Context: an optimization exercise on an open-source flow, tuned for small area, a short achievable clock period and few clock cycles per item. The choices shown serve that exercise and are no tape-out recipe. Function was not checked in any run shown here: the RTL went through the layout flow alone.

## design/flow/run.sh

```bash
#!/bin/bash
# synth_recipe.tcl (not shown) runs the flow's synth.tcl, then flattens the netlist and writes it again
# the make line also repeats each setting of config.mk as NAME=value (left out here)
make -C /OpenROAD-flow-scripts/flow DESIGN_CONFIG=/design/flow/config.mk WORK_HOME=/design/flow/orfs CLKGATE_MAP_FILE= SYNTH_SCRIPT=/design/flow/synth_recipe.tcl finish
```

## design/flow/config.mk

```make
export PLATFORM = sky130hd
export DESIGN_NAME = pvrtc_quad_decoder_unit
export DESIGN_NICKNAME = pvrtc_quad_decoder_unit
export VERILOG_FILES = /design/flow/design.v
export SDC_FILE = /design/flow/constraint.sdc
export NUM_CORES = 4
export LEC_CHECK = 0
export CAP_MARGIN = 20
export CORE_MARGIN = 2
export CORE_UTILIZATION = 40
export SLEW_MARGIN = 20
```

## design/flow/constraint.sdc

```tcl
create_clock -name core_clock -period 10.0 [get_ports {i_clk}]
set_input_delay 2.0000 -clock core_clock [delete_from_list [all_inputs] [get_ports {i_clk}]]
set_output_delay 2.0000 -clock core_clock [all_outputs]
set_load 0.01 [all_outputs]
```

## design/flow/design.v

```verilog
`default_nettype none
module pvq_issue #(
    parameter int unsigned MAX_WORDS_LOG2 = 10
) (
    input  wire logic         i_clk,
    input  wire logic         i_rst_n,
    input  wire logic         i_two_bpp,
    input  wire logic         i_flip,
    input  wire logic [3:0]   i_across_log2,
    input  wire logic [3:0]   i_down_log2,
    input  wire logic         i_valid,
    input  wire logic [275:0] i_in_word,
    output logic              o_stall,
    input  wire logic         i_adv,
    output logic              o_issue,
    output logic [127:0]      o_cols,
    output logic [2:0]        o_x,
    output logic [1:0]        o_y,
    output logic [3:0]        o_m,
    output logic              o_punch,
    output logic [12:0]       o_px,
    output logic [11:0]       o_py,
    output logic              o_last
);
    function automatic logic [3:0] f_rep(input logic [1:0] code);
        logic [3:0] res;
        case (code)
            2'd0:    res = 4'd0;
            2'd1:    res = 4'd3;
            2'd2:    res = 4'd5;
            default: res = 4'd8;
        endcase
        f_rep = res;
    endfunction
    function automatic logic [3:0] f_punch(input logic [1:0] code);
        logic [3:0] res;
        case (code)
            2'd0:    res = 4'd0;
            2'd1:    res = 4'd4;
            2'd2:    res = 4'd14;
            default: res = 4'd8;
        endcase
        f_punch = res;
    endfunction
    function automatic logic [1:0] f_code2(input logic [127:0] mods,
                                           input logic [127:0] cols,
                                           input logic [2:0] r,
                                           input logic [3:0] c);
        logic [1:0]  w;
        logic [31:0] b;
        logic [31:0] t;
        logic [3:0]  k;
        logic [4:0]  bi;
        logic [1:0]  res;
        w  = {r[2], c[3]};
        b  = mods[{w, 5'd0} +: 32];
        t  = b;
        k  = {r[1:0], c[2:1]};
        bi = {r[1:0], c[2:0]};
        if (cols[{w, 5'd0}]) begin
            t[20] = b[0] ? b[21] : b[20];
            t[0]  = b[1];
            if (r[0] == c[0]) begin
                res = t[{k, 1'b0} +: 2];
            end else begin
                res = 2'd0;
            end
        end else begin
            res = b[bi] ? 2'd3 : 2'd0;
        end
        f_code2 = res;
    endfunction
    localparam logic [127:0] MOD_USED = 128'h001f1f3f00f0fcf91f3f0f01fcf8f001;
    logic            r_busy, n_busy;
    logic [2:0]      r_xe, n_xe;
    logic [1:0]      r_y, n_y;
    logic            carry;
    logic [275:0]    r_quad;
    logic            two, last_pix, issue, accept;
    logic [2:0]      x;
    logic [1:0]      y;
    logic [127:0]    mods, cols;
    logic [9:0]      quad_x, quad_y;
    logic [3:0]      la, ld;
    logic [4:0]      sh_x, sh_y;
    logic [12:0]     base_x, mask_x;
    logic [11:0]     base_y, mask_y, py;
    logic [2:0]      r2;
    logic [3:0]      c2;
    logic [1:0]      w2, mode2;
    logic [3:0]      m_c, m_u, m_d, m_l, m_r, m2;
    logic [5:0]      sum4;
    logic [4:0]      sum_h, sum_v;
    logic [2:0]      r4, c4;
    logic [1:0]      w4, code4;
    logic [3:0]      pv4;
    assign two      = i_two_bpp;
    assign last_pix = (r_y == 2'd3) & (r_xe[2:1] == 2'd3) & (r_xe[0] | ~two);
    assign issue    = r_busy & i_adv;
    assign o_stall  = r_busy & ~(issue & last_pix);
    assign accept   = i_valid & ~o_stall;
    assign o_issue  = issue;
    always_comb begin
        n_busy = r_busy;
        n_xe   = r_xe;
        n_y    = r_y;
        carry  = 1'b0;
        if (accept) begin
            n_busy = 1'b1;
            n_xe   = 3'd0;
            n_y    = 2'd0;
        end else if (issue) begin
            {carry, n_xe} = {1'b0, r_xe} + (two ? 4'd1 : 4'd2);
            n_y = r_y + 2'(carry);
            if (last_pix) begin
                n_busy = 1'b0;
            end
        end
    end
    assign x = two ? r_xe : {1'b0, r_xe[2:1]};
    assign y = r_y;
    assign mods = {r_quad[83:52],  r_quad[147:116], r_quad[211:180], r_quad[275:244]}
                & MOD_USED;
    assign cols = {r_quad[51:20],  r_quad[115:84],  r_quad[179:148], r_quad[243:212]};
    assign quad_x = r_quad[19:10];
    assign quad_y = r_quad[9:0];
    always_comb begin
        r2    = {1'b0, y} + 3'd2;
        c2    = {1'b0, x} + 4'd4;
        w2    = {r2[2], c2[3]};
        mode2 = cols[{w2, 5'd0}] ? (mods[{w2, 5'd0}] ? (mods[{w2, 5'd20}] ? 2'd3 : 2'd2)
                                                     : 2'd1) : 2'd0;
        m_c   = f_rep(f_code2(mods, cols, r2, c2));
        m_u   = f_rep(f_code2(mods, cols, r2 - 3'd1, c2));
        m_d   = f_rep(f_code2(mods, cols, r2 + 3'd1, c2));
        m_l   = f_rep(f_code2(mods, cols, r2, c2 - 4'd1));
        m_r   = f_rep(f_code2(mods, cols, r2, c2 + 4'd1));
        sum4  = 6'(m_u) + 6'(m_d) + 6'(m_l) + 6'(m_r) + 6'd2;
        sum_h = 5'(m_l) + 5'(m_r) + 5'd1;
        sum_v = 5'(m_u) + 5'(m_d) + 5'd1;
        if (mode2 == 2'd0 || r2[0] == c2[0]) begin
            m2 = m_c;
        end else if (mode2 == 2'd1) begin
            m2 = sum4[5:2];
        end else if (mode2 == 2'd2) begin
            m2 = sum_h[4:1];
        end else begin
            m2 = sum_v[4:1];
        end
    end
    always_comb begin
        r4    = {1'b0, y} + 3'd2;
        c4    = {1'b0, x[1:0]} + 3'd2;
        w4    = {r4[2], c4[2]};
        code4 = mods[{w4, r4[1:0], c4[1:0], 1'b0} +: 2];
        pv4   = cols[{w4, 5'd0}] ? f_punch(code4) : f_rep(code4);
    end
    always_comb begin
        la     = (i_across_log2 > 4'(MAX_WORDS_LOG2)) ? 4'(MAX_WORDS_LOG2) : i_across_log2;
        ld     = (i_down_log2 > 4'(MAX_WORDS_LOG2)) ? 4'(MAX_WORDS_LOG2) : i_down_log2;
        sh_x   = {1'b0, la} + (two ? 5'd3 : 5'd2);
        sh_y   = {1'b0, ld} + 5'd2;
        mask_x = ~(13'h1fff << sh_x);
        mask_y = ~(12'hfff << sh_y);
        base_x = (two ? {quad_x, 3'b000} : {1'b0, quad_x, 2'b00})
               + (two ? 13'd4 : 13'd2) + 13'(x);
        base_y = {quad_y, 2'b00} + 12'd2 + 12'(y);
        py     = base_y & mask_y;
        if (i_flip) begin
            py = mask_y - py;
        end
    end
    always_comb begin
        o_cols = cols;
        o_x    = r_xe;
        o_y    = y;
        if (two) begin
            o_m     = m2;
            o_punch = 1'b0;
        end else if (pv4 > 4'd10) begin
            o_m     = pv4 - 4'd10;
            o_punch = 1'b1;
        end else begin
            o_m     = pv4;
            o_punch = 1'b0;
        end
        o_px   = base_x & mask_x;
        o_py   = py;
        o_last = last_pix;
    end
    always_ff @(posedge i_clk) begin
        if (!i_rst_n) begin
            r_busy <= 1'b0;
            r_xe   <= 3'd0;
            r_y    <= 2'd0;
        end else begin
            r_busy <= n_busy;
            r_xe   <= n_xe;
            r_y    <= n_y;
        end
    end
    always_ff @(posedge i_clk) begin
        if (accept) begin
            r_quad <= i_in_word;
        end
    end
endmodule
`default_nettype wire
`default_nettype none
module pvq_upscale (
    input  wire logic         i_clk,
    input  wire logic         i_rst_n,
    input  wire logic         i_adv,
    input  wire logic         i_issue,
    input  wire logic [127:0] i_cols,
    input  wire logic [2:0]   i_x,
    input  wire logic [1:0]   i_y,
    input  wire logic [3:0]   i_m,
    input  wire logic         i_punch,
    input  wire logic [12:0]  i_px,
    input  wire logic [11:0]  i_py,
    input  wire logic         i_last,
    output logic              o_s1_valid,
    output logic [31:0]       o_s1_a,
    output logic [31:0]       o_s1_b,
    output logic [3:0]        o_s1_m,
    output logic              o_s1_punch,
    output logic [12:0]       o_s1_px,
    output logic [11:0]       o_s1_py,
    output logic              o_s1_last
);
    function automatic logic [19:0] f_col_a(input logic [31:0] c);
        logic [19:0] res;
        if (c[15]) begin
            res[4:0]   = c[14:10];
            res[9:5]   = c[9:5];
            res[14:10] = {c[4:1], c[4]};
            res[19:15] = 5'd15;
        end else begin
            res[4:0]   = {c[11:8], c[11]};
            res[9:5]   = {c[7:4], c[7]};
            res[14:10] = {c[3:1], c[3:2]};
            res[19:15] = {1'b0, c[14:12], 1'b0};
        end
        f_col_a = res;
    endfunction
    function automatic logic [19:0] f_col_b(input logic [31:0] c);
        logic [19:0] res;
        if (c[31]) begin
            res[4:0]   = c[30:26];
            res[9:5]   = c[25:21];
            res[14:10] = c[20:16];
            res[19:15] = 5'd15;
        end else begin
            res[4:0]   = {c[27:24], c[27]};
            res[9:5]   = {c[23:20], c[23]};
            res[14:10] = {c[19:16], c[19]};
            res[19:15] = {1'b0, c[30:28], 1'b0};
        end
        f_col_b = res;
    endfunction
    function automatic logic [9:0] f_bil(input logic [4:0] c0, input logic [4:0] c1,
                                         input logic [4:0] c2, input logic [4:0] c3,
                                         input logic [2:0] x, input logic [1:0] y);
        logic [6:0] l, r;
        l = {1'b0, (y[1] ? c2 : c0), 1'b0} + {2'b0, (y[0] ? c2 : c0)} + {2'b0, c0};
        r = {1'b0, (y[1] ? c3 : c1), 1'b0} + {2'b0, (y[0] ? c3 : c1)} + {2'b0, c1};
        f_bil = {1'b0, (x[2] ? r : l), 2'b0} + {2'b0, (x[1] ? r : l), 1'b0}
              + {3'b0, (x[0] ? r : l)} + {3'b0, l};
    endfunction
    function automatic logic [7:0] f_scale(input logic [9:0] v, input logic alpha);
        logic [9:0] res;
        res = alpha ? ((v >> 5) + (v >> 1)) : ((v >> 7) + (v >> 2));
        f_scale = res[7:0];
    endfunction
    logic [79:0] dca, dcb;
    logic [31:0] n_a, n_b;
    logic        r_valid;
    always_comb begin
        for (int w = 0; w < 4; w++) begin
            dca[20*w +: 20] = f_col_a(i_cols[32*w +: 32]);
            dcb[20*w +: 20] = f_col_b(i_cols[32*w +: 32]);
        end
        for (int ch = 0; ch < 4; ch++) begin
            n_a[8*ch +: 8] = f_scale(f_bil(dca[5*ch +: 5], dca[20 + 5*ch +: 5],
                                           dca[40 + 5*ch +: 5], dca[60 + 5*ch +: 5],
                                           i_x, i_y), ch == 3);
            n_b[8*ch +: 8] = f_scale(f_bil(dcb[5*ch +: 5], dcb[20 + 5*ch +: 5],
                                           dcb[40 + 5*ch +: 5], dcb[60 + 5*ch +: 5],
                                           i_x, i_y), ch == 3);
        end
    end
    always_ff @(posedge i_clk) begin
        if (!i_rst_n) begin
            r_valid <= 1'b0;
        end else if (i_adv) begin
            r_valid <= i_issue;
        end
    end
    always_ff @(posedge i_clk) begin
        if (i_adv) begin
            o_s1_a     <= n_a;
            o_s1_b     <= n_b;
            o_s1_m     <= i_m;
            o_s1_punch <= i_punch;
            o_s1_px    <= i_px;
            o_s1_py    <= i_py;
            o_s1_last  <= i_last;
        end
    end
    assign o_s1_valid = r_valid;
endmodule
`default_nettype wire
`default_nettype none
module pvq_blend (
    input  wire logic        i_clk,
    input  wire logic        i_rst_n,
    input  wire logic        i_adv,
    input  wire logic        i_s1_valid,
    input  wire logic [31:0] i_a,
    input  wire logic [31:0] i_b,
    input  wire logic [3:0]  i_m,
    input  wire logic        i_punch,
    input  wire logic [12:0] i_px,
    input  wire logic [11:0] i_py,
    input  wire logic        i_last,
    output logic             o_valid,
    output logic [57:0]      o_out_word
);
    logic        r_valid;
    logic [57:0] n_out;
    logic [31:0] v;
    always_comb begin
        logic [10:0] s;
        logic [7:0]  a, b;
        for (int ch = 0; ch < 4; ch++) begin
            a = i_a[8*ch +: 8];
            b = i_b[8*ch +: 8];
            s = {3'b0, (i_m[3] ? b : a)}
              + {3'b0, ((i_m[3] | i_m[0]) ? b : a)}
              + {2'b0, ((i_m[3] | i_m[1]) ? b : a), 1'b0}
              + {1'b0, ((i_m[3] | i_m[2]) ? b : a), 2'b0};
            v[8*ch +: 8] = s[10:3];
        end
        n_out[57:50] = v[7:0];
        n_out[49:42] = v[15:8];
        n_out[41:34] = v[23:16];
        n_out[33:26] = i_punch ? 8'd0 : v[31:24];
        n_out[25:13] = i_px;
        n_out[12:1]  = i_py;
        n_out[0]     = i_last;
    end
    always_ff @(posedge i_clk) begin
        if (!i_rst_n) begin
            r_valid <= 1'b0;
        end else if (i_adv) begin
            r_valid <= i_s1_valid;
        end
    end
    always_ff @(posedge i_clk) begin
        if (i_adv) begin
            o_out_word <= n_out;
        end
    end
    assign o_valid = r_valid;
endmodule
`default_nettype wire
`default_nettype none
module pvrtc_quad_decoder_unit #(
    parameter int unsigned MAX_WORDS_LOG2 = 10
) (
    input  wire logic         i_clk,
    input  wire logic         i_rst_n,
    input  wire logic         i_valid,
    input  wire logic [275:0] i_in_word,
    output logic              o_stall,
    output logic              o_valid,
    output logic [57:0]       o_out_word,
    input  wire logic         i_stall,
    input  wire logic         i_cfg_valid,
    output logic              o_cfg_ready,
    input  wire logic [1:0]   i_cfg_index,
    input  wire logic [3:0]   i_cfg_data
);
    logic         r_two_bpp, r_flip;
    logic [3:0]   r_across_log2, r_down_log2;
    logic         adv, issue;
    logic [127:0] cols;
    logic [2:0]   px_x;
    logic [1:0]   px_y;
    logic [3:0]   m;
    logic         punch, last;
    logic [12:0]  px;
    logic [11:0]  py;
    logic         s1_valid, s1_punch, s1_last;
    logic [31:0]  s1_a, s1_b;
    logic [3:0]   s1_m;
    logic [12:0]  s1_px;
    logic [11:0]  s1_py;
    assign o_cfg_ready = 1'b1;
    always_ff @(posedge i_clk) begin
        if (!i_rst_n) begin
            r_two_bpp     <= 1'b0;
            r_flip        <= 1'b0;
            r_across_log2 <= 4'd0;
            r_down_log2   <= 4'd0;
        end else if (i_cfg_valid && o_cfg_ready) begin
            case (i_cfg_index)
                2'd0:    r_two_bpp     <= i_cfg_data[0];
                2'd1:    r_flip        <= i_cfg_data[0];
                2'd2:    r_across_log2 <= i_cfg_data;
                default: r_down_log2   <= i_cfg_data;
            endcase
        end
    end
    assign adv = ~o_valid | ~i_stall;
    pvq_issue #(
        .MAX_WORDS_LOG2(MAX_WORDS_LOG2)
    ) u_issue (
        .i_clk        (i_clk),
        .i_rst_n      (i_rst_n),
        .i_two_bpp    (r_two_bpp),
        .i_flip       (r_flip),
        .i_across_log2(r_across_log2),
        .i_down_log2  (r_down_log2),
        .i_valid      (i_valid),
        .i_in_word    (i_in_word),
        .o_stall      (o_stall),
        .i_adv        (adv),
        .o_issue      (issue),
        .o_cols       (cols),
        .o_x          (px_x),
        .o_y          (px_y),
        .o_m          (m),
        .o_punch      (punch),
        .o_px         (px),
        .o_py         (py),
        .o_last       (last)
    );
    pvq_upscale u_upscale (
        .i_clk      (i_clk),
        .i_rst_n    (i_rst_n),
        .i_adv      (adv),
        .i_issue    (issue),
        .i_cols     (cols),
        .i_x        (px_x),
        .i_y        (px_y),
        .i_m        (m),
        .i_punch    (punch),
        .i_px       (px),
        .i_py       (py),
        .i_last     (last),
        .o_s1_valid (s1_valid),
        .o_s1_a     (s1_a),
        .o_s1_b     (s1_b),
        .o_s1_m     (s1_m),
        .o_s1_punch (s1_punch),
        .o_s1_px    (s1_px),
        .o_s1_py    (s1_py),
        .o_s1_last  (s1_last)
    );
    pvq_blend u_blend (
        .i_clk      (i_clk),
        .i_rst_n    (i_rst_n),
        .i_adv      (adv),
        .i_s1_valid (s1_valid),
        .i_a        (s1_a),
        .i_b        (s1_b),
        .i_m        (s1_m),
        .i_punch    (s1_punch),
        .i_px       (s1_px),
        .i_py       (s1_py),
        .i_last     (s1_last),
        .o_valid    (o_valid),
        .o_out_word (o_out_word)
    );
endmodule
`default_nettype wire
```

==> run notes, run 1 <==
status=complete, no violations; first-pass GRT wire length=164,000 µm; commonest non-fill, non-tap cell in the layout=edfxtp_1; RSZ-0062 raised after global routing=false; Post-Syn Area=38,700 µm²; measured slew at the worst slew-check pin=1.05 ns; sequential share of the synthesized area=between 20 and 30%; initial drt markers=about 2,100; fin. max-slew vios=0; share of cells above drive strength 1=9.82%; Placer Congestion=0.947; row count=114; Top Ports=around 350; Tmin final=7.71 ns; ys flop type=edfxtp_1; Final Skew=0.0411 ns; commonest cells after routing, fill and taps aside=edfxtp_1 (365), a21oi_1 (364), inv_1 (319), nor2_1 (318), ha_1 (307); final setup TNS=0 ns; Max Cap Viol=0; Die ar.=99,400 µm²; Max Fclk=130 MHz; vias in the first global route=28,698; number of detailed-route iterations in the first pass=5; number of synthesized flops with an enable pin=365; Worst Path Required=a little over 10 ns; drt drc=0; synth unique cells=93; die width=roughly 320 µm; Worst-Skew Late Latency=between 0.6 and 0.7 ns; Clock Path Buffers=3; initial antenna violation count=0; core area=96,300 µm²; ys async rst share=0%; final setup violation count=0; FF/Latch Area=11,300 µm²; clk slew on worst S/H paths=0.06 ns; CTS buffer count=44; kind of critical path=flip-flop to flip-flop; # diodes=0; post-DP HPWL=around 80,000 µm; Port Buffer Count=282; via density per instance=5.49; Detail Route Antenna Nets=0; synth-to-layout area growth=13.7%; largest cells by area after synthesis=edfxtp_1 (28%), fa_1 (11%), ha_1 (9.9%); final WL=106,000 µm; CTS tree=built; Synth area leader=edfxtp_1; Post-CTS Setup Inserts=0; final period utilization=77.1%; via count=29,767; Fillers=about 9,100; final design utilization=45.8%; Sink Count=approximately 380; Slew HR=30.3%; GRT overflow=0; Starting Density=40.2%; wire per inst=between 15 and 20 µm; Hold WC Path Type=flip-flop to flip-flop; Syn Area/Cell=9.83 µm²; largest net degree at the start of global routing=138; worst-path fanout max=~80; yosys warns=4; H-tree level count=2; CP arrival=8.02 ns; Die Y=315 µm; Post-CTS Resized=0; share of Yosys cell area claimed by the top area cell type=28.3%; pre-CTS setup slack=2.38 ns; CP Capture Type=flip-flop; Startpoint Class=flip-flop; layout net count=4,916; area occupied by multi-input gates=25,400 µm²; cts hold-fix bufs=0; #FFs+latches synth=around 380; total track usage=21.0%; CTS Root Cell=clkbuf_16; setup ws final=about 2.3 ns; Final Hold Vio Count=0; Gate Count Post-Synth=3,940
[path summary, 6_finish.rpt]
path	start	end	slack [ns]	cells after the start
setup / recovery	u_issue.r_y[0]$_SDFFE_PP0P_	u_upscale.o_s1_a[15]$_DFFE_PN_	2.29	26
hold / removal	u_upscale.o_s1_last$_DFFE_PN_	u_blend.o_out_word[0]$_DFFE_PN_	0.42	0
setup reg to reg	u_issue.r_y[0]$_SDFFE_PP0P_	u_upscale.o_s1_a[15]$_DFFE_PN_	2.29	26
hold reg to reg	u_upscale.o_s1_last$_DFFE_PN_	u_blend.o_out_word[0]$_DFFE_PN_	0.42	0
[state kept, by name, summed over array words and instances, names as in the netlist, 2 cells and up]
| register | cells |
|---|---|
| r_across_log2 | 4 |
| r_down_log2 | 4 |
| u_blend.o_out_word | 58 |
| u_issue.r_quad | 212 |
| u_issue.r_xe | 3 |
| u_issue.r_y | 2 |
| u_upscale.o_s1_a | 32 |
| u_upscale.o_s1_b | 32 |
| u_upscale.o_s1_m | 4 |
| u_upscale.o_s1_px | 13 |
| u_upscale.o_s1_py | 12 |
[routing by layer]
layer  global-route usage (%)  share of wire, %
met2                     31.4                42
met5                        0                 0
met1                     30.7                48
met3                     3.85               7.0
met4                     6.53               3.2
[cell usage after synthesis (98+ instances only)]
cell      number
edfxtp_1     365
inv_1        320
ha_1         307
xor2_1        98
xnor2_1      105
nand2_1      242
nor2_1       321
mux2i_1      181
a21oi_1      364
mux2_2       207
o21ai_0      181
fa_1         210
clkbuf_1     110
[per-stage QoR]
step	cells	instance area [µm²]	hold WS (ns)
after CTS	5419	44000	0.418
after global routing	5420	44000	0.425
final	5420	44000	0.417
after global placement	5341	42600	0.401
after detailed placement	5341	42600	0.405
after floorplan	3941	38800	0.400
[critical path: stages (launching register included)]
cell      delay (ns)
dfxtp_4         0.90
buf_4           0.62
nor2_1          0.10
a21oi_1         0.18
fa_1            0.44
ha_1            0.23
inv_1           0.07
fa_1            0.20
inv_1           0.05
a21o_1          0.17
a21oi_1         0.19
xor2_1          0.37
o21ai_0         0.20
fa_1            0.59
inv_1           0.05
fa_1            0.50
inv_1           0.04
ha_1            0.34
o21ai_0         0.11
o21ai_0         0.15
a211oi_1        0.41
nor2_1          0.11
xor2_1          0.37
ha_1            0.32
a31oi_1         0.27
a21oi_1         0.12
xor2_1          0.18
[cells by family (layout without fill, tap and decap cells)]
family	Yosys count	after routing	share of synthesized area [%]
muxes	424	424	12.8
DFF	383	383	29.2
AOI/OAI and AO/OA	1001	1001	16.5
adders and majority gates	520	520	20.8
xor gates and xnor gates	203	203	4.59
other	1	2	0.00968
buffers and inverters	519	722	5.44
and+or+nand+nor	889	889	10.6
[area by class of cell]
| type | instances | area share [%] |
|---|---|---|
| Multi-Input combinational cell | 3039 | 57.6 |
| Clock inverter | 31 | 0.645 |
| Tap cell | 1276 | 3.62 |
| Sequential cell | 383 | 25.7 |
| Clock buffer | 47 | 2.57 |
| Inverter | 325 | 2.78 |
| Timing Repair Buffer | 319 | 7.08 |
==> run 2, diff against run 1 <==
--- a/design/flow/design.v
+++ b/design/flow/design.v
@@ -70,11 +70,8 @@
         end
         f_code2 = res;
     endfunction
-    localparam logic [127:0] MOD_USED = 128'h001f1f3f00f0fcf91f3f0f01fcf8f001;
     logic            r_busy, n_busy;
-    logic [2:0]      r_xe, n_xe;
-    logic [1:0]      r_y, n_y;
-    logic            carry;
+    logic [4:0]      r_cnt, n_cnt;
     logic [275:0]    r_quad;
     logic            two, last_pix, issue, accept;
     logic [2:0]      x;
@@ -95,32 +92,27 @@
     logic [1:0]      w4, code4;
     logic [3:0]      pv4;
     assign two      = i_two_bpp;
-    assign last_pix = (r_y == 2'd3) & (r_xe[2:1] == 2'd3) & (r_xe[0] | ~two);
+    assign last_pix = two ? (r_cnt == 5'd31) : (r_cnt == 5'd15);
     assign issue    = r_busy & i_adv;
     assign o_stall  = r_busy & ~(issue & last_pix);
     assign accept   = i_valid & ~o_stall;
     assign o_issue  = issue;
     always_comb begin
         n_busy = r_busy;
-        n_xe   = r_xe;
-        n_y    = r_y;
-        carry  = 1'b0;
+        n_cnt  = r_cnt;
         if (accept) begin
             n_busy = 1'b1;
-            n_xe   = 3'd0;
-            n_y    = 2'd0;
+            n_cnt  = 5'd0;
         end else if (issue) begin
-            {carry, n_xe} = {1'b0, r_xe} + (two ? 4'd1 : 4'd2);
-            n_y = r_y + 2'(carry);
+            n_cnt = r_cnt + 5'd1;
             if (last_pix) begin
                 n_busy = 1'b0;
             end
         end
     end
-    assign x = two ? r_xe : {1'b0, r_xe[2:1]};
-    assign y = r_y;
-    assign mods = {r_quad[83:52],  r_quad[147:116], r_quad[211:180], r_quad[275:244]}
-                & MOD_USED;
+    assign x = two ? r_cnt[2:0] : {1'b0, r_cnt[1:0]};
+    assign y = two ? r_cnt[4:3] : r_cnt[3:2];
+    assign mods = {r_quad[83:52],  r_quad[147:116], r_quad[211:180], r_quad[275:244]};
     assign cols = {r_quad[51:20],  r_quad[115:84],  r_quad[179:148], r_quad[243:212]};
     assign quad_x = r_quad[19:10];
     assign quad_y = r_quad[9:0];
@@ -172,7 +164,7 @@
     end
     always_comb begin
         o_cols = cols;
-        o_x    = r_xe;
+        o_x    = two ? x : {x[1:0], 1'b0};
         o_y    = y;
         if (two) begin
             o_m     = m2;
@@ -191,12 +183,10 @@
     always_ff @(posedge i_clk) begin
         if (!i_rst_n) begin
             r_busy <= 1'b0;
-            r_xe   <= 3'd0;
-            r_y    <= 2'd0;
+            r_cnt  <= 5'd0;
         end else begin
             r_busy <= n_busy;
-            r_xe   <= n_xe;
-            r_y    <= n_y;
+            r_cnt  <= n_cnt;
         end
     end
     always_ff @(posedge i_clk) begin
@@ -208,26 +198,11 @@
 `default_nettype wire
 `default_nettype none
 module pvq_upscale (
-    input  wire logic         i_clk,
-    input  wire logic         i_rst_n,
-    input  wire logic         i_adv,
-    input  wire logic         i_issue,
     input  wire logic [127:0] i_cols,
     input  wire logic [2:0]   i_x,
     input  wire logic [1:0]   i_y,
-    input  wire logic [3:0]   i_m,
-    input  wire logic         i_punch,
-    input  wire logic [12:0]  i_px,
-    input  wire logic [11:0]  i_py,
-    input  wire logic         i_last,
-    output logic              o_s1_valid,
-    output logic [31:0]       o_s1_a,
-    output logic [31:0]       o_s1_b,
-    output logic [3:0]        o_s1_m,
-    output logic              o_s1_punch,
-    output logic [12:0]       o_s1_px,
-    output logic [11:0]       o_s1_py,
-    output logic              o_s1_last
+    output logic [31:0]       o_a,
+    output logic [31:0]       o_b
 );
     function automatic logic [19:0] f_col_a(input logic [31:0] c);
         logic [19:0] res;
@@ -274,41 +249,20 @@
         f_scale = res[7:0];
     endfunction
     logic [79:0] dca, dcb;
-    logic [31:0] n_a, n_b;
-    logic        r_valid;
     always_comb begin
         for (int w = 0; w < 4; w++) begin
             dca[20*w +: 20] = f_col_a(i_cols[32*w +: 32]);
             dcb[20*w +: 20] = f_col_b(i_cols[32*w +: 32]);
         end
         for (int ch = 0; ch < 4; ch++) begin
-            n_a[8*ch +: 8] = f_scale(f_bil(dca[5*ch +: 5], dca[20 + 5*ch +: 5],
+            o_a[8*ch +: 8] = f_scale(f_bil(dca[5*ch +: 5], dca[20 + 5*ch +: 5],
                                            dca[40 + 5*ch +: 5], dca[60 + 5*ch +: 5],
                                            i_x, i_y), ch == 3);
-            n_b[8*ch +: 8] = f_scale(f_bil(dcb[5*ch +: 5], dcb[20 + 5*ch +: 5],
+            o_b[8*ch +: 8] = f_scale(f_bil(dcb[5*ch +: 5], dcb[20 + 5*ch +: 5],
                                            dcb[40 + 5*ch +: 5], dcb[60 + 5*ch +: 5],
                                            i_x, i_y), ch == 3);
         end
     end
-    always_ff @(posedge i_clk) begin
-        if (!i_rst_n) begin
-            r_valid <= 1'b0;
-        end else if (i_adv) begin
-            r_valid <= i_issue;
-        end
-    end
-    always_ff @(posedge i_clk) begin
-        if (i_adv) begin
-            o_s1_a     <= n_a;
-            o_s1_b     <= n_b;
-            o_s1_m     <= i_m;
-            o_s1_punch <= i_punch;
-            o_s1_px    <= i_px;
-            o_s1_py    <= i_py;
-            o_s1_last  <= i_last;
-        end
-    end
-    assign o_s1_valid = r_valid;
 endmodule
 `default_nettype wire
 `default_nettype none
@@ -316,7 +270,7 @@
     input  wire logic        i_clk,
     input  wire logic        i_rst_n,
     input  wire logic        i_adv,
-    input  wire logic        i_s1_valid,
+    input  wire logic        i_issue,
     input  wire logic [31:0] i_a,
     input  wire logic [31:0] i_b,
     input  wire logic [3:0]  i_m,
@@ -354,11 +308,11 @@
         if (!i_rst_n) begin
             r_valid <= 1'b0;
         end else if (i_adv) begin
-            r_valid <= i_s1_valid;
+            r_valid <= i_issue;
         end
     end
     always_ff @(posedge i_clk) begin
-        if (i_adv) begin
+        if (i_issue) begin
             o_out_word <= n_out;
         end
     end
@@ -392,11 +346,7 @@
     logic         punch, last;
     logic [12:0]  px;
     logic [11:0]  py;
-    logic         s1_valid, s1_punch, s1_last;
-    logic [31:0]  s1_a, s1_b;
-    logic [3:0]   s1_m;
-    logic [12:0]  s1_px;
-    logic [11:0]  s1_py;
+    logic [31:0]  ca, cb;
     assign o_cfg_ready = 1'b1;
     always_ff @(posedge i_clk) begin
         if (!i_rst_n) begin
@@ -438,39 +388,24 @@
         .o_last       (last)
     );
     pvq_upscale u_upscale (
+        .i_cols (cols),
+        .i_x    (px_x),
+        .i_y    (px_y),
+        .o_a    (ca),
+        .o_b    (cb)
+    );
+    pvq_blend u_blend (
         .i_clk      (i_clk),
         .i_rst_n    (i_rst_n),
         .i_adv      (adv),
         .i_issue    (issue),
-        .i_cols     (cols),
-        .i_x        (px_x),
-        .i_y        (px_y),
+        .i_a        (ca),
+        .i_b        (cb),
         .i_m        (m),
         .i_punch    (punch),
         .i_px       (px),
         .i_py       (py),
         .i_last     (last),
-        .o_s1_valid (s1_valid),
-        .o_s1_a     (s1_a),
-        .o_s1_b     (s1_b),
-        .o_s1_m     (s1_m),
-        .o_s1_punch (s1_punch),
-        .o_s1_px    (s1_px),
-        .o_s1_py    (s1_py),
-        .o_s1_last  (s1_last)
-    );
-    pvq_blend u_blend (
-        .i_clk      (i_clk),
-        .i_rst_n    (i_rst_n),
-        .i_adv      (adv),
-        .i_s1_valid (s1_valid),
-        .i_a        (s1_a),
-        .i_b        (s1_b),
-        .i_m        (s1_m),
-        .i_punch    (s1_punch),
-        .i_px       (s1_px),
-        .i_py       (s1_py),
-        .i_last     (s1_last),
         .o_valid    (o_valid),
         .o_out_word (o_out_word)
     );
==> run notes, run 2 <==
status=complete, no violations; CTS tree=built; R2R depth=42; number of detailed-route iterations in the first pass=5; Placed Area=44,500 µm²; Design Area, Final=47,000 µm²; post-DP HPWL=88,800 µm; worst-path fanout max=18; row count=113; Post-Syn Area=38,600 µm²; Starting Density=40.5%; Top reg by flops=u_issue.r_quad; hold_ws=~0.52 ns; drt drc=0; Die Y=approximately 310 µm; die width=around 310 µm; placed cells=5,472; Detail Route Antenna Nets=0; final period utilization=96.0%; largest cells by area after synthesis=edfxtp_1 (26%), fa_1 (11%), ha_1 (9.9%); total track usage=about 22%; sequential share of the synthesized area=26.9%; Fillers=8,828; Clock Path Buffers=3; largest net degree at the start of global routing=between 150 and 200; measured slew at the worst slew-check pin=0.967 ns; initial drt markers=around 2,300; Stages on worst setup path=42; Hold WC Path Type=flip-flop to flip-flop; clk slew on worst S/H paths=0.08 ns; non-filler cells, final=5,601; core area=95,300 µm²; Largest regs=u_issue.r_quad x276, u_blend.o_out_word x58, u_issue.r_cnt x5; CTS Root Cell=clkbuf_16; max reg flops=276; GRT overflow=0; synth-to-layout area growth=21.7%; commonest non-fill, non-tap cell in the layout=nand2_1; Reg2Reg Setup Slack=0.40 ns; fin. max-slew vios=0; via density per instance=5.43; R2R Path Start=r_two_bpp$_SDFFE_PN0P_; Setup crit end=u_blend.o_out_word[40]$_DFFE_PP_; CP startpoint=r_two_bpp$_SDFFE_PN0P_; Final Skew=0.0534 ns; Placer Congestion=0.922; first-pass GRT wire length=171,000 µm; Syn Area/Cell=9.89 µm²; share of cells above drive strength 1=14.2%; Max Fclk=104 MHz; CP Capture Type=flip-flop; Crit-path slowest cell=fa_1; layout net count=5,104; Top Ports=~350; Max stage delay on crit path=between 0.5 and 0.6 ns; #FFs+latches synth=351; commonest cells after routing, fill and taps aside=nand2_1 (410), mux2i_1 (352), clkdlybuf4s50_1 (346), inv_1 (335), edfxtp_1 (334); number of synthesized flops with an enable pin=approximately 330; kind of critical path=flip-flop to flip-flop; critical path buffer and inverter count=7; RR Endpoint=u_blend.o_out_word[40]$_DFFE_PP_; final setup violation count=0; H-tree level count=2; Synth area leader=edfxtp_1; Tmin final=9.60 ns; Sink Count=351; Gate Count Post-Synth=3,904; Die ar.=~99,000 µm²; CTS buffer count=40; delay-heaviest family, CP=adder cells; final WL=112,000 µm; yosys warns=4; final setup TNS=0 ns; share of Yosys cell area claimed by the top area cell type=about 26%; ys async rst share=0%; wire per inst=20.0 µm; Final Hold Vio Count=0; hold path depth=2; Startpoint Class=flip-flop; most frequent cell after synthesis=nand2_1; Worst-Skew Late Latency=0.62 ns; initial antenna violation count=3; Worst Path Required=10.37 ns; Post-synth top cells=nand2_1 (411), a21oi_1 (371), mux2i_1 (355), inv_1 (336), edfxtp_1 (334); CP arrival=about 10 ns; via count=30,426; ys flop type=edfxtp_1; cts hold-fix bufs=0; Slew HR=a little over a third; Max Cap Viol=0; Port Buffer Count=346; vias in the first global route=29,473; synth unique cells=slightly below 80
## run 2: cell types whose count changed after synthesis, sizes merged, moves of 63 or more
cell   delta
mux4     +84
nand2   +168
mux2i   +176
mux2    -130
xnor2    +63
o21ai    -66
## run 2: cell families after synthesis
kind of cell / count (synthesis) / share of synthesized area (%)
buffers and inverters: 529 / 5.41
adder cells (fa/ha/maj): 519 / 20.8
AO/OA/AOI/OAI: 792 / 12.5
flip-flops: 351 / 26.9
other: 1 / 0.00971
multiplexers: 554 / 18.6
AND/OR/NAND/NOR: 909 / 10.1
XOR/XNOR: 249 / 5.72
## run 2: area by class of cell
class / instances / area, µm² / share of cell area, %
Inverter: 342 / 1310 / 2.78
Multi-Input combinational cell: 3026 / 27000 / 57.5
Sequential cell: 351 / 10400 / 22.1
Tap cell: 1265 / 1580 / 3.37
Timing Repair Buffer: 543 / 5360 / 11.4
Antenna cell: 2 / 5.00 / 0.0106
Clock inverter: 24 / 288 / 0.612
Clock buffer: 48 / 1030 / 2.19
## run 2: per-layer routing
layer  track usage, %  vias to the layer above  wire length [µm]
li1                 -                    14674                 -
met1             31.8                    14663             51800
met2             34.6                      946             50500
met3             3.43                      143              7170
met4             5.01                        0              2430
met5                0                        -                 0
## run 2: through the flow
step | util, % | setup slack [ns]
after floorplan | - | -0.151
after global placement | 46.7 | 0.154
after detailed placement | 46.7 | 0.0285
after CTS | 48.1 | 0.112
after global routing | 49.3 | -0.0451
final | 49.3 | 0.400
## run 2: timing repair
action / CTS / global route
pin swaps: 1 / 35
gates resized for setup: 0 / 134
endpoints found under the setup margin: 1 / 22
setup buffers: 1 / 47
gates cloned: 0 / 7
## run 2: tightest hold or removal path, delay by kind of cell, from the launching register on
family | cells | cell delay (ns)
flops | 1 | 0.32
mux | 1 | 0.07
simple gates | 1 | 0.09
## run 2: worst min-delay path by stage
stage,slack [ns],startpoint,endpoint
3_5_place_dp,0.51,r_down_log2[0]$_SDFFE_PN0P_,r_down_log2[0]$_SDFFE_PN0P_
4_1_cts,0.53,r_across_log2[0]$_SDFFE_PN0P_,r_across_log2[0]$_SDFFE_PN0P_
3_3_place_gp,0.50,r_across_log2[0]$_SDFFE_PN0P_,r_across_log2[0]$_SDFFE_PN0P_
5_1_grt,0.56,r_down_log2[0]$_SDFFE_PN0P_,r_down_log2[0]$_SDFFE_PN0P_
6_report,0.52,r_across_log2[0]$_SDFFE_PN0P_,r_across_log2[0]$_SDFFE_PN0P_
2_1_floorplan,0.47,u_issue.r_busy$_SDFFE_PN0P_,u_blend.r_valid$_SDFFE_PN0P_

what the ideal ports hide:
No port has a modelled driver above. Below, the same layouts with a new extraction and two added sets of constraints.
Step 1 sets driving cells, clkbuf_16 on the clock port and buf_2 on the other inputs (assumed; they add their load-dependent delay and slew).
Step 2 times the ports against the registers' clock, not the clock port: input delays grow and output delays shrink by t, the midpoint of the rising clock arrivals with the driver on.
Three values: no drivers, after step 1, after step 2; two values: the first two.
run	shift t [ns]	slack for setup (ns)	latest minus earliest clock arrival (ns)	worst register clock-pin slew, ns
run 1	0.666	2.287 / 2.287 / 2.287	0.049 / 0.049	0.07 / 0.07
run 2	0.665	0.400 / 0.400 / 0.400	0.054 / 0.053	0.08 / 0.08
After both steps setup and hold are still met in every run listed.
